Background: an optimization exercise with open tools, aiming at small area and a short achievable clock period. Do not read the settings as production practice.
RTL that was checked went through simulation tests only; none was proved equivalent to the original.
Power is estimated from default activity; no workload was simulated.

==> flow/design.v <==
package soccer_pkg;
    typedef logic [23:0] rgb_t;
    typedef enum logic [1:0] {
        MATCH_KICKOFF = 2'd0,
        MATCH_PLAY    = 2'd1,
        MATCH_GOAL    = 2'd2
    } match_state_t;
    localparam int COORD_W = 12;
    localparam rgb_t SKY_BG     = 24'h070A12;
    localparam rgb_t GRASS_A    = 24'h0A5C1F;
    localparam rgb_t GRASS_B    = 24'h0D6A26;
    localparam rgb_t LINE_WHITE = 24'hF5F7FF;
    localparam rgb_t BALL_WHITE = 24'hF7F7F7;
    localparam rgb_t SCORE_BG   = 24'h0E1016;
    localparam rgb_t SCORE_FG   = 24'hECEFF4;
    localparam int PITCH_MARGIN = 16;
    localparam int BALL_R       = 4;
    localparam int GOAL_HALF    = 12;
    localparam int STRIPE_SHIFT = 3;
    localparam int DIGIT_SCALE  = 2;
    localparam int SB_LEFT      = 8;
    localparam int SB_GAP       = 3;
    localparam int SERVE_SPEED    = 2;
    localparam int KICKOFF_FRAMES = 4;
    localparam int GOAL_FRAMES    = 8;
endpackage
`timescale 1ns/1ps
module soccer_overlay #(
    parameter int H_ACTIVE = 1920,
    parameter int V_ACTIVE = 1080
) (
    input  logic             clk_i,
    input  logic             rst_i,
    input  logic             cen_i,
    input  logic             vid_sel_i,
    input  soccer_pkg::rgb_t vid_rgb_i,
    input  logic [1:0]       vh_blank_i,
    input  logic [2:0]       dvh_sync_i,
    output logic [2:0]       dvh_sync_o,
    output soccer_pkg::rgb_t vid_rgb_o
);
    localparam logic [2:0] C_SKY   = 3'd0;
    localparam logic [2:0] C_GRA   = 3'd1;
    localparam logic [2:0] C_GRB   = 3'd2;
    localparam logic [2:0] C_LINE  = 3'd3;
    localparam logic [2:0] C_BALL  = 3'd4;
    localparam logic [2:0] C_SBG   = 3'd5;
    localparam logic [2:0] C_SFG   = 3'd6;
    logic        de_i;
    logic        de_q;
    logic        adv_q;
    logic        clr_q;
    logic        tick_q;
    logic        fall_q;
    logic [10:0] py_q;
    logic        row0;
    logic [2:0]  sx;
    logic [2:0]  code_q;
    assign de_i = dvh_sync_i[2];
    assign row0 = fall_q ? (py_q == 11'd1079) : (py_q == 11'd0);
    always_ff @(posedge clk_i) begin
        if (rst_i) begin
            de_q   <= 1'b0;
            adv_q  <= 1'b0;
            clr_q  <= 1'b1;
            tick_q <= 1'b0;
            fall_q <= 1'b0;
            py_q   <= '0;
            code_q <= C_SKY;
        end else begin
            adv_q  <= cen_i & de_i;
            clr_q  <= cen_i & ~de_i;
            tick_q <= cen_i & de_i & ~de_q & row0;
            fall_q <= cen_i & ~de_i & de_q;
            if (fall_q) begin
                py_q <= (py_q == 11'd1079) ? 11'd0 : py_q + 1'b1;
            end
            if (cen_i) begin
                de_q   <= de_i;
                code_q <= de_i ? sx : C_SKY;
            end
        end
    end
    logic [10:0] xa_q;
    always_ff @(posedge clk_i) begin
        if (clr_q) begin
            xa_q <= 11'd2;
        end else if (adv_q && xa_q[10:7] != 4'b1111) begin
            xa_q <= xa_q + 1'b1;
        end
    end
    logic [4:0] xf_q;
    logic [4:0] xf_next;
    always_comb begin
        if (clr_q) begin
            xf_next = 5'b01000;
        end else if (adv_q) begin
            xf_next[4] = (xa_q >= 11'd15) && (xa_q <= 11'd1902);
            xf_next[3] = (xa_q <= 11'd16) || (xa_q >= 11'd1901) ||
                         (xa_q == 11'd958) || (xa_q == 11'd959);
            xf_next[2] = (xa_q >= 11'd7) && (xa_q <= 11'd32);
            xf_next[1] = (xa_q >= 11'd11) && (xa_q <= 11'd16);
            xf_next[0] = (xa_q >= 11'd23) && (xa_q <= 11'd28);
        end else begin
            xf_next = xf_q;
        end
    end
    always_ff @(posedge clk_i) begin
        xf_q <= xf_next;
    end
    logic [3:0] ph_q;
    logic       odd_q;
    logic [3:0] half_q;
    logic [9:0] bd_q;
    logic [9:0] bd_next;
    logic       goal;
    assign bd_next = odd_q ? bd_q - 1'b1 : bd_q + 1'b1;
    assign goal    = odd_q ? (bd_q == 10'd9) : (bd_q == 10'd947);
    always_ff @(posedge clk_i) begin
        if (rst_i) begin
            ph_q   <= '0;
            odd_q  <= 1'b0;
            half_q <= '0;
            bd_q   <= 10'd478;
        end else if (tick_q) begin
            if (ph_q == 4'd4) begin
                bd_q <= bd_next;
                if (goal) begin
                    ph_q  <= 4'd8;
                    odd_q <= ~odd_q;
                    if (odd_q && half_q != 4'd9) begin
                        half_q <= half_q + 1'b1;
                    end
                end
            end else begin
                ph_q <= ph_q + 1'b1;
                if (ph_q == 4'd3) begin
                    bd_q <= bd_next;
                end
                if (ph_q == 4'd15) begin
                    bd_q <= 10'd478;
                end
            end
        end
    end
    logic       win_q;
    logic       win;
    logic [2:0] dk;
    assign dk = 3'(xa_q[3:1] - bd_q[2:0]);
    always_comb begin
        if (clr_q) begin
            win = 1'b0;
        end else if (!adv_q) begin
            win = win_q;
        end else if (win_q) begin
            win = (dk != 3'd6);
        end else begin
            win = (xa_q == {bd_q, 1'b0});
        end
    end
    always_ff @(posedge clk_i) begin
        win_q <= win;
    end
    function automatic logic [14:0] glyph(input logic [3:0] d);
        case (d)
            4'd0:    glyph = 15'b111_101_101_101_111;
            4'd1:    glyph = 15'b010_110_010_010_111;
            4'd2:    glyph = 15'b111_001_111_100_111;
            4'd3:    glyph = 15'b111_001_111_001_111;
            4'd4:    glyph = 15'b101_101_111_001_001;
            4'd5:    glyph = 15'b111_100_111_001_111;
            4'd6:    glyph = 15'b111_100_111_101_111;
            4'd7:    glyph = 15'b111_001_001_001_001;
            4'd8:    glyph = 15'b111_101_111_101_111;
            4'd9:    glyph = 15'b111_101_111_001_111;
            default: glyph = 15'b000_000_000_000_000;
        endcase
    endfunction
    logic [10:0] x;
    logic [10:0] y;
    logic        in_pitch;
    logic        on_line;
    logic        in_board;
    logic        ball_row;
    logic [2:0]  ball_r;
    logic        on_ball;
    logic        dig_a_x;
    logic        dig_b_x;
    logic        dig_y;
    logic [1:0]  gcol;
    logic [3:0]  digit;
    logic [14:0] gbits;
    logic [2:0]  grow_bits;
    logic        gpix;
    logic        lit;
    logic [2:0]  scene;
    always_comb begin
        x = xa_q;
        y = py_q;
        in_pitch = xf_q[4] && (y >= 11'd16) && (y <= 11'd1063);
        on_line  = xf_q[3] || (y <= 11'd17) || (y >= 11'd1062);
        in_board = xf_q[2] && (y >= 11'd1067) && (y <= 11'd1078);
        ball_row = (y >= 11'd536) && (y <= 11'd544);
        case (y[3:0])
            4'd12:   ball_r = 3'd4;    
            4'd10,
            4'd11,
            4'd13,
            4'd14:   ball_r = 3'd3;
            4'd9,
            4'd15:   ball_r = 3'd2;
            default: ball_r = 3'd0;    
        endcase
        case (ball_r)
            3'd4:    on_ball = (dk <= 3'd3) || (dk == 3'd4 && !x[0]);
            3'd3:    on_ball = (dk <= 3'd3) && !(dk == 3'd0 && !x[0]);
            3'd2:    on_ball = (dk >= 3'd1) && (dk <= 3'd3) && !(dk == 3'd3 && x[0]);
            default: on_ball = (dk == 3'd2) && !x[0];
        endcase
        on_ball = on_ball && ball_row && win;
        dig_y   = (y >= 11'd1068) && (y <= 11'd1077);
        dig_a_x = xf_q[1];
        dig_b_x = xf_q[0];
        gcol    = dig_a_x ? 2'(x[2:1] + 2'd2) : x[2:1];
        digit   = (dig_a_x && odd_q && half_q != 4'd9) ? half_q + 1'b1 : half_q;
        gbits   = glyph(digit);
        case (y[4:1])
            4'd6:    grow_bits = gbits[14:12];
            4'd7:    grow_bits = gbits[11:9];
            4'd8:    grow_bits = gbits[8:6];
            4'd9:    grow_bits = gbits[5:3];
            default: grow_bits = gbits[2:0];
        endcase
        case (gcol)
            2'd0:    gpix = grow_bits[2];
            2'd1:    gpix = grow_bits[1];
            default: gpix = grow_bits[0];
        endcase
        lit     = (dig_a_x || dig_b_x) && dig_y && gpix;
        scene = C_SKY;
        if (in_pitch) begin
            scene = x[3] ? C_GRB : C_GRA;
            if (on_line) begin
                scene = C_LINE;
            end
        end
        if (on_ball) begin
            scene = C_BALL;
        end
        if (in_board) begin
            scene = lit ? C_SFG : C_SBG;
        end
    end
    logic [2:0] sx_q;
    always_comb begin
        if (clr_q) begin
            sx = C_SKY;
        end else if (adv_q) begin
            sx = scene;
        end else begin
            sx = sx_q;
        end
    end
    always_ff @(posedge clk_i) begin
        sx_q <= sx;
    end
    soccer_pkg::rgb_t colour;
    always_comb begin
        case (code_q)
            C_GRA:   colour = soccer_pkg::GRASS_A;
            C_GRB:   colour = soccer_pkg::GRASS_B;
            C_LINE:  colour = soccer_pkg::LINE_WHITE;
            C_BALL:  colour = soccer_pkg::BALL_WHITE;
            C_SBG:   colour = soccer_pkg::SCORE_BG;
            C_SFG:   colour = soccer_pkg::SCORE_FG;
            default: colour = soccer_pkg::SKY_BG;
        endcase
    end
    always_ff @(posedge clk_i) begin
        if (rst_i) begin
            vid_rgb_o  <= soccer_pkg::SKY_BG;
            dvh_sync_o <= 3'b000;
        end else if (cen_i) begin
            vid_rgb_o  <= (vid_sel_i && de_i) ? colour : vid_rgb_i;
            dvh_sync_o <= dvh_sync_i;
        end
    end
endmodule
export LEC_CHECK = 0
export CAP_MARGIN = 20
export CORE_MARGIN = 2
export CORE_UTILIZATION = 65
export CTS_BUF_LIST = sky130_fd_sc_hd__clkbuf_8
export SLEW_MARGIN = 20
create_clock -name core_clock -period 13.0 [get_ports {clk_i}]
standard.sh (not shown) runs the stock make flow with config.mk's settings and CLKGATE_MAP_FILE= SYNTH_SCRIPT=/design/flow/synth_recipe.tcl, a recipe that flattens the netlist after the stock synthesis.
==> flow/flow/run.sh <==
#!/bin/bash
# The standard synthesis and layout, with three changes to how the layout
# is made: after the floorplan, OpenROAD's restructure re-maps the
# combinational logic for area (registers untouched); the ports get plain
# buffers instead of delay cells; and timing repair aims for 9.5 ns of
# setup slack. Each tool's output goes to a log file here.
set -euo pipefail
export BUFFER_PORTS_ARGS="-buffer_cell sky130_fd_sc_hd__buf_2"
export SETUP_SLACK_MARGIN=9.5
bash standard.sh synth > synth.log 2>&1
bash standard.sh floorplan > floorplan.log 2>&1
python3 flow/libfilter.py $FLOW_HOME/platforms/sky130hd/lib/sky130_fd_sc_hd__tt_025C_1v80.lib \
  rmp_cells.lib 'sky130_fd_sc_hd__lpflow_*' 'sky130_fd_sc_hd__probe*' > libfilter.log 2>&1
openroad -no_init -exit flow/restructure.tcl > restructure.log 2>&1
bash standard.sh > layout.log 2>&1
==> flow/flow/libfilter.py <==
#!/usr/bin/env python3
"""Copy a liberty file without the cells whose names match the given patterns
(the platform's don't-use cells), so that restructure's ABC cannot pick them."""
import fnmatch
import re
import sys

src, dst, pats = sys.argv[1], sys.argv[2], sys.argv[3:]
text = open(src).read()
out = []
pos = 0
for m in re.finditer(r'\n\s*cell\s*\(\s*"?([\w]+)"?\s*\)\s*\{', text):
    if m.start() < pos:
        continue
    name = m.group(1)
    if not any(fnmatch.fnmatch(name, p) for p in pats):
        continue
    # find the matching closing brace of this cell group
    depth = 0
    i = m.end() - 1
    while True:
        c = text[i]
        if c == '{':
            depth += 1
        elif c == '}':
            depth -= 1
            if depth == 0:
                break
        i += 1
    out.append(text[pos:m.start()])
    pos = i + 1
out.append(text[pos:])
open(dst, 'w').write(''.join(out))
==> flow/flow/restructure.tcl <==
# Re-map the floorplan's combinational logic for area with OpenROAD's
# restructure (ABC), then write the floorplan back for placement. ABC maps
# to rmp_cells.lib, the platform library without its don't-use cells.
set res orfs/results/sky130hd/soccer_overlay/base
read_liberty $::env(FLOW_HOME)/platforms/sky130hd/lib/sky130_fd_sc_hd__tt_025C_1v80.lib
read_db $res/2_floorplan.odb
read_sdc $res/2_floorplan.sdc
source $::env(FLOW_HOME)/platforms/sky130hd/setRC.tcl
report_design_area
file mkdir rmp
restructure -target area -liberty_file rmp_cells.lib \
  -tielo_port sky130_fd_sc_hd__conb_1/LO -tiehi_port sky130_fd_sc_hd__conb_1/HI \
  -work_dir rmp -abc_logfile rmp/abc.log
report_design_area
write_db $res/2_floorplan.odb
Then changed:
--- a/flow/design.v
+++ b/flow/design.v
@@ -53,4 +53,5 @@
     logic        tick_q;
     logic        fall_q;
+    logic        rst_q;
     logic [10:0] py_q;
     logic        row0;
@@ -58,5 +59,5 @@
     logic [2:0]  code_q;
     assign de_i = dvh_sync_i[2];
-    assign row0 = fall_q ? (py_q == 11'd1079) : (py_q == 11'd0);
+    assign row0 = rst_q || (fall_q ? (py_q == 11'd1079) : (py_q == 11'd0));
     always_ff @(posedge clk_i) begin
         if (rst_i) begin
@@ -66,5 +67,4 @@
             tick_q <= 1'b0;
             fall_q <= 1'b0;
-            py_q   <= '0;
             code_q <= C_SKY;
         end else begin
@@ -73,11 +73,16 @@
             tick_q <= cen_i & de_i & ~de_q & row0;
             fall_q <= cen_i & ~de_i & de_q;
-            if (fall_q) begin
-                py_q <= (py_q == 11'd1079) ? 11'd0 : py_q + 1'b1;
-            end
             if (cen_i) begin
                 de_q   <= de_i;
                 code_q <= de_i ? sx : C_SKY;
             end
+        end
+    end
+    always_ff @(posedge clk_i) begin
+        rst_q <= rst_i;
+        if (rst_q) begin
+            py_q <= '0;
+        end else if (fall_q) begin
+            py_q <= (py_q == 11'd1079) ? 11'd0 : py_q + 1'b1;
         end
     end
@@ -118,5 +123,5 @@
     assign goal    = odd_q ? (bd_q == 10'd9) : (bd_q == 10'd947);
     always_ff @(posedge clk_i) begin
-        if (rst_i) begin
+        if (rst_q) begin
             ph_q   <= '0;
             odd_q  <= 1'b0;
=> Cell area stays flat; critical path depth does not change; clock power is higher by about 5%; global-route usage fell by 0.64 points; die area falls by 1.1%; clock-buffer cell count climbs by 1; first-iteration DRC count goes down by 31%.
For the second run of this note, only the layout was checked, not whether the RTL still works.

---

Starts from the design.v that is shown in full above.
==> flow/config.mk <==
export PLATFORM = sky130hd
export DESIGN_NAME = soccer_overlay
export DESIGN_NICKNAME = soccer_overlay
export VERILOG_FILES = /design/flow/design.v
export SDC_FILE = /design/flow/constraint.sdc
export NUM_CORES = 4
export LEC_CHECK = 0
export CAP_MARGIN = 20
export CORE_MARGIN = 2
export CORE_UTILIZATION = 65
export CTS_BUF_LIST = sky130_fd_sc_hd__clkbuf_8
export SLEW_MARGIN = 20
==> flow/constraint.sdc <==
create_clock -name core_clock -period 13.0 [get_ports {clk_i}]
set_input_delay 2.6000 -clock core_clock [delete_from_list [all_inputs] [get_ports {clk_i}]]
set_output_delay 2.6000 -clock core_clock [all_outputs]
set_load 0.01 [all_outputs]
==> flow/flow/run.sh <==
#!/bin/bash
# The standard synthesis and layout, with three changes to how the layout
# is made: after the floorplan, OpenROAD's restructure re-maps the
# combinational logic for area (registers untouched); the ports get plain
# buffers instead of delay cells; and timing repair aims for 9.3 ns of
# setup slack. Each tool's output goes to a log file here.
set -euo pipefail
export BUFFER_PORTS_ARGS="-buffer_cell sky130_fd_sc_hd__buf_2"
export SETUP_SLACK_MARGIN=9.3
bash standard.sh synth > synth.log 2>&1
bash standard.sh floorplan > floorplan.log 2>&1
python3 flow/libfilter.py $FLOW_HOME/platforms/sky130hd/lib/sky130_fd_sc_hd__tt_025C_1v80.lib \
  rmp_cells.lib 'sky130_fd_sc_hd__lpflow_*' 'sky130_fd_sc_hd__probe*' > libfilter.log 2>&1
openroad -no_init -exit flow/restructure.tcl > restructure.log 2>&1
bash standard.sh > layout.log 2>&1
Scripts as last shown in full above: flow/flow/libfilter.py, flow/flow/restructure.tcl
Change:
--- a/flow/design.v
+++ b/flow/design.v
@@ -86,31 +86,12 @@
         if (clr_q) begin
             xa_q <= 11'd2;
         end else if (adv_q && xa_q[10:7] != 4'b1111) begin
             xa_q <= xa_q + 1'b1;
         end
     end
-    logic [4:0] xf_q;
-    logic [4:0] xf_next;
-    always_comb begin
-        if (clr_q) begin
-            xf_next = 5'b01000;
-        end else if (adv_q) begin
-            xf_next[4] = (xa_q >= 11'd15) && (xa_q <= 11'd1902);
-            xf_next[3] = (xa_q <= 11'd16) || (xa_q >= 11'd1901) ||
-                         (xa_q == 11'd958) || (xa_q == 11'd959);
-            xf_next[2] = (xa_q >= 11'd7) && (xa_q <= 11'd32);
-            xf_next[1] = (xa_q >= 11'd11) && (xa_q <= 11'd16);
-            xf_next[0] = (xa_q >= 11'd23) && (xa_q <= 11'd28);
-        end else begin
-            xf_next = xf_q;
-        end
-    end
-    always_ff @(posedge clk_i) begin
-        xf_q <= xf_next;
-    end
     logic [3:0] ph_q;
     logic       odd_q;
     logic [3:0] half_q;
     logic [9:0] bd_q;
     logic [9:0] bd_next;
     logic       goal;
@@ -175,12 +156,13 @@
             4'd9:    glyph = 15'b111_101_111_001_111;
             default: glyph = 15'b000_000_000_000_000;
         endcase
     endfunction
     logic [10:0] x;
     logic [10:0] y;
+    logic        x_lo;
     logic        in_pitch;
     logic        on_line;
     logic        in_board;
     logic        ball_row;
     logic [2:0]  ball_r;
     logic        on_ball;
@@ -194,15 +176,18 @@
     logic        gpix;
     logic        lit;
     logic [2:0]  scene;
     always_comb begin
         x = xa_q;
         y = py_q;
-        in_pitch = xf_q[4] && (y >= 11'd16) && (y <= 11'd1063);
-        on_line  = xf_q[3] || (y <= 11'd17) || (y >= 11'd1062);
-        in_board = xf_q[2] && (y >= 11'd1067) && (y <= 11'd1078);
+        x_lo     = (x[10:6] == 5'd0);
+        in_pitch = (x >= 11'd16) && (x <= 11'd1903) && (y >= 11'd16) && (y <= 11'd1063);
+        on_line  = (x <= 11'd17) || (x >= 11'd1902) || (y <= 11'd17) || (y >= 11'd1062) ||
+                   (x == 11'd959) || (x == 11'd960);
+        in_board = x_lo && (x[5:0] >= 6'd8) && (x[5:0] <= 6'd33) &&
+                   (y >= 11'd1067) && (y <= 11'd1078);
         ball_row = (y >= 11'd536) && (y <= 11'd544);
         case (y[3:0])
             4'd12:   ball_r = 3'd4;    
             4'd10,
             4'd11,
             4'd13,
@@ -216,14 +201,14 @@
             3'd3:    on_ball = (dk <= 3'd3) && !(dk == 3'd0 && !x[0]);
             3'd2:    on_ball = (dk >= 3'd1) && (dk <= 3'd3) && !(dk == 3'd3 && x[0]);
             default: on_ball = (dk == 3'd2) && !x[0];
         endcase
         on_ball = on_ball && ball_row && win;
         dig_y   = (y >= 11'd1068) && (y <= 11'd1077);
-        dig_a_x = xf_q[1];
-        dig_b_x = xf_q[0];
+        dig_a_x = x_lo && (x[5:0] >= 6'd12) && (x[5:0] <= 6'd17);
+        dig_b_x = x_lo && (x[5:0] >= 6'd24) && (x[5:0] <= 6'd29);
         gcol    = dig_a_x ? 2'(x[2:1] + 2'd2) : x[2:1];
         digit   = (dig_a_x && odd_q && half_q != 4'd9) ? half_q + 1'b1 : half_q;
         gbits   = glyph(digit);
         case (y[4:1])
             4'd6:    grow_bits = gbits[14:12];
             4'd7:    grow_bits = gbits[11:9];
Power increases slightly; wire length increases by a little under a tenth; register-to-register slack degrades by 0.42 ns; setup slack degrades by 0.11 ns; synthesized area decreases slightly; non-clock buffer count increases by 16; design area increases by a few percent; sequential power decreases by a few percent; maximum frequency decreases by a few percent; final cell count increases by a few percent; sequential cell count decreases by 5; critical path depth increases by 11; die area decreases slightly; count of clock-buffer cells in the layout increases by 1.
For the second run of this note, only the layout was checked, not whether the RTL still works.

[what the ideal ports hide]
How much do the figures lean on ideal ports? The routed layouts below were timed once more, with nothing changed but the port constraints.
Step 1 assumes that a clkbuf_16 drives the clock port and a buf_2 every other input.
Step 2 times the ports against the registers' clock, not the clock port: input delays grow and output delays shrink by t, the midpoint of the rising clock arrivals with the driver on.
Slacks: ideal ports / drivers / drivers and shift; pairs: ideal ports / drivers.
| run | t, ns | slack for setup (ns) | worst hold slack (ns) | clock arrival spread, ns |
|---|---|---|---|---|
| the first run of note 1 | 0.385 | 9.551 / 9.518 / 9.227 | 0.447 / 0.447 / 0.447 | 0.011 / 0.011 |
| the second run of note 1 | 0.387 | 9.537 / 9.503 / 9.250 | 0.440 / 0.440 / 0.440 | 0.011 / 0.011 |
| the first run of note 2 | 0.384 | 9.401 / 9.412 / 9.029 | 0.469 / 0.469 / 0.469 | 0.011 / 0.011 |
| the second run of note 2 | 0.378 | 9.291 / 9.291 / 9.099 | 0.479 / 0.479 / 0.479 | 0.009 / 0.009 |
After both steps setup and hold are still met in every run listed. The setup slack of the first run of note 2, which loses most, moves by +0.011 ns with the drivers and by -0.372 ns with both steps.
